This is an optimization exercise on Yosys and OpenROAD, whose aim is small area and few clock cycles per item, not a production implementation. Function was checked by simulation only, so behaviour that the tests miss may differ from the original.

// dct8_column_fixed_point
module dct8_column_fixed_point
(
    input  logic                aclk,
    input  logic                aresetn,
    input  logic                s_valid,
    output logic                s_ready,
    input  logic signed [15:0]  s_sample_0,
    input  logic signed [15:0]  s_sample_1,
    input  logic signed [15:0]  s_sample_2,
    input  logic signed [15:0]  s_sample_3,
    input  logic signed [15:0]  s_sample_4,
    input  logic signed [15:0]  s_sample_5,
    input  logic signed [15:0]  s_sample_6,
    input  logic signed [15:0]  s_sample_7,
    output logic                m_valid,
    input  logic                m_ready,
    output logic signed [18:0]  m_coef_0,
    output logic signed [17:0]  m_coef_1,
    output logic signed [17:0]  m_coef_2,
    output logic signed [17:0]  m_coef_3,
    output logic signed [18:0]  m_coef_4,
    output logic signed [17:0]  m_coef_5,
    output logic signed [17:0]  m_coef_6,
    output logic signed [17:0]  m_coef_7
);
export LEC_CHECK = 0
export ABC_CLOCK_PERIOD_IN_PS = 10000
export CAP_MARGIN = 20
export CORE_MARGIN = 2
export CORE_UTILIZATION = 60
export CTS_CLUSTER_DIAMETER = 110
export CTS_CLUSTER_SIZE = 28
export SLEW_MARGIN = 20
export SYNTH_HIERARCHICAL = 1
create_clock -name core_clock -period 7.5 [get_ports {aclk}]
run.sh (not shown) runs the stock make flow with config.mk's settings and CLKGATE_MAP_FILE= SYNTH_SCRIPT=/design/flow/synth_recipe.tcl, a recipe that flattens the netlist after the stock synthesis.
Testbench counts at the start, summed over its fixed seeds: cycles 32,016, columns 32,000.
Change:
--- a/flow/config.mk
+++ b/flow/config.mk
@@ -6,5 +6,4 @@
 export NUM_CORES = 4
 export LEC_CHECK = 0
-export ABC_CLOCK_PERIOD_IN_PS = 10000
 export CAP_MARGIN = 20
 export CORE_MARGIN = 2
After rerunning:
- The changed run went through all stages and came out clean
- final area is unchanged
- utilization does not change
- die area is unchanged
- hold slack does not change
- final cell count does not change
- sequential share of layout area stays the same

* * *

dct8_column_fixed_point again, from the RTL that the note above started with.
==> flow/config.mk <==
export PLATFORM = sky130hd
export DESIGN_NAME = dct8_column_fixed_point
export DESIGN_NICKNAME = dct8_column_fixed_point
export VERILOG_FILES = /design/flow/design.v
export SDC_FILE = /design/flow/constraint.sdc
export NUM_CORES = 4
export LEC_CHECK = 0
export CAP_MARGIN = 20
export CORE_MARGIN = 2
export CORE_UTILIZATION = 60
export CTS_CLUSTER_DIAMETER = 110
export CTS_CLUSTER_SIZE = 28
export PLACE_DENSITY = 0.72
export SLEW_MARGIN = 20
export SYNTH_HIERARCHICAL = 1
==> flow/constraint.sdc <==
create_clock -name core_clock -period 7.5 [get_ports {aclk}]
set_input_delay 1.5000 -clock core_clock [delete_from_list [all_inputs] [get_ports {aclk}]]
set_output_delay 1.5000 -clock core_clock [all_outputs]
set_load 0.01 [all_outputs]
Testbench counts at the start, summed over its fixed seeds: cycles 32,016, columns 32,000.
Edit:
Settings changed: CORE_UTILIZATION 60 to 54, PLACE_DENSITY 0.72 to not set.
After rerunning: The new run finished clean; setup slack improves by 0.010 ns; final cell count grows by 2.4%; first-iteration DRC count came out lower by 16%; clock-buffer cell count decreases by 2; utilization falls by 6.9 points; cell area increases by 0.63%; clock skew drops by 0.016 ns.

* * *

Another version of the RTL of dct8_column_fixed_point (not shown whole).
Size in the first run: about 3700 cells after synthesis, about 280 flip-flops, ~280 I/O pins, roughly 0.047 sq mm of cells after synthesis.
make LEC_CHECK=0 CAP_MARGIN=20 CORE_MARGIN=2 CORE_UTILIZATION=60 SLEW_MARGIN=20 SYNTH_HIERARCHICAL=1 finish   # period 7.5 ns
The first run finished clean.
Testbench counts at the start, summed over its fixed seeds: cycles 32,016, columns 32,000.
Rerun with:
--- a/flow/config.mk
+++ b/flow/config.mk
@@ -10,2 +10,4 @@
 export CORE_UTILIZATION = 60
+export CTS_BUF_LIST = sky130_fd_sc_hd__clkbuf_8
+export CTS_CLUSTER_SIZE = 30
 export SLEW_MARGIN = 20
Effect: First-iteration DRC count went up by 4.4%. Worst setup slack gets worse by 27 ps. Count of clock-buffer cells in the layout went up by 9. Global-route usage hardly moves. Die area does not change. Design area went up by 0.40%. Wire length went up by 0.32%. Via count stays flat. Non-clock buffer count went up by 17.
Rerun with:
--- a/flow/config.mk
+++ b/flow/config.mk
@@ -10,4 +10,4 @@
 export CORE_UTILIZATION = 60
-export CTS_BUF_LIST = sky130_fd_sc_hd__clkbuf_8
-export CTS_CLUSTER_SIZE = 30
+export CTS_CLUSTER_DIAMETER = 110
+export CTS_CLUSTER_SIZE = 28
 export SLEW_MARGIN = 20
Outcome: Final area falls slightly. Synthesized cell count is unchanged. Via count goes down slightly. Routed wire length falls slightly. Global-route usage is lower by 0.43 points. Clock-buffer cell count came out lower by 40. Area after synthesis does not change. First-iteration DRC count falls by roughly a tenth. Non-clock buffer count is lower by 15. Maximum frequency is about the same.
Rerun with:
--- a/flow/config.mk
+++ b/flow/config.mk
@@ -9,5 +9,3 @@
 export CORE_MARGIN = 2
-export CORE_UTILIZATION = 60
-export CTS_CLUSTER_DIAMETER = 110
-export CTS_CLUSTER_SIZE = 28
+export CORE_UTILIZATION = 68
 export SLEW_MARGIN = 20
The new run finished with timing, DRC and antenna clean.
Synthesized area stays the same.
Die area drops by about 12%.
Routed wire length climbs by about 0.6%.
Rerun with:
--- a/flow/config.mk
+++ b/flow/config.mk
@@ -9,3 +9,5 @@
 export CORE_MARGIN = 2
-export CORE_UTILIZATION = 68
+export CORE_UTILIZATION = 60
+export CTS_CLUSTER_DIAMETER = 80
+export CTS_CLUSTER_SIZE = 20
 export SLEW_MARGIN = 20
=>
- via count goes down by 2.1%
- worst setup slack gains 95 ps
- synthesized cell count does not change
- sequential share of layout area stays flat
- clock-buffer cell count goes down by 5

## port drivers added, routing unchanged
How much do the figures lean on ideal ports? The routed layouts below were timed once more, with nothing changed but the port constraints.
Step 1 (the two cells are an assumption about what drives the block):
set clk [get_ports {aclk}]
set_driving_cell -lib_cell sky130_fd_sc_hd__clkbuf_16 $clk
set_driving_cell -lib_cell sky130_fd_sc_hd__buf_2 [delete_from_list [all_inputs] $clk]
Step 2 moves the port delays by t, midway between the first and last clock arrival at a register: inputs arrive t later, outputs are due t later. That takes back most of the time a late clock gives input paths.
a / b / c = ideal ports / drivers / drivers and shift; a / b = the first two.
run	t, ns	slack for setup (ns)	hold WS [ns]
the first run of note 1	0.605	0.065 / 0.004 / -0.098	0.471 / 0.471 / 0.471
the second run of note 1	0.605	0.065 / 0.004 / -0.098	0.471 / 0.471 / 0.471
the first run of note 2	0.582	0.170 / 0.109 / -0.010	0.466 / 0.466 / 0.466
the second run of note 2	0.610	0.180 / 0.114 / -0.093	0.469 / 0.469 / 0.469
the first run of note 3	0.622	0.169 / 0.101 / 0.065	0.456 / 0.456 / 0.456
the second run of note 3	0.714	0.142 / 0.076 / 0.073	0.459 / 0.459 / 0.459
the third run of note 3	0.599	0.141 / 0.075 / 0.088	0.465 / 0.465 / 0.465
the fourth run of note 3	0.671	0.076 / 0.009 / 0.079	0.468 / 0.468 / 0.468
the fifth run of note 3	0.633	0.171 / 0.103 / 0.063	0.461 / 0.461 / 0.461
With both steps, setup timing fails in the first run of note 1, the second run of note 1, the first run of note 2 and the second run of note 2, where it was met with ideal ports. For the second run of note 2, which loses most, drivers alone change the setup slack by -0.066 ns; drivers and shift together by -0.273 ns.
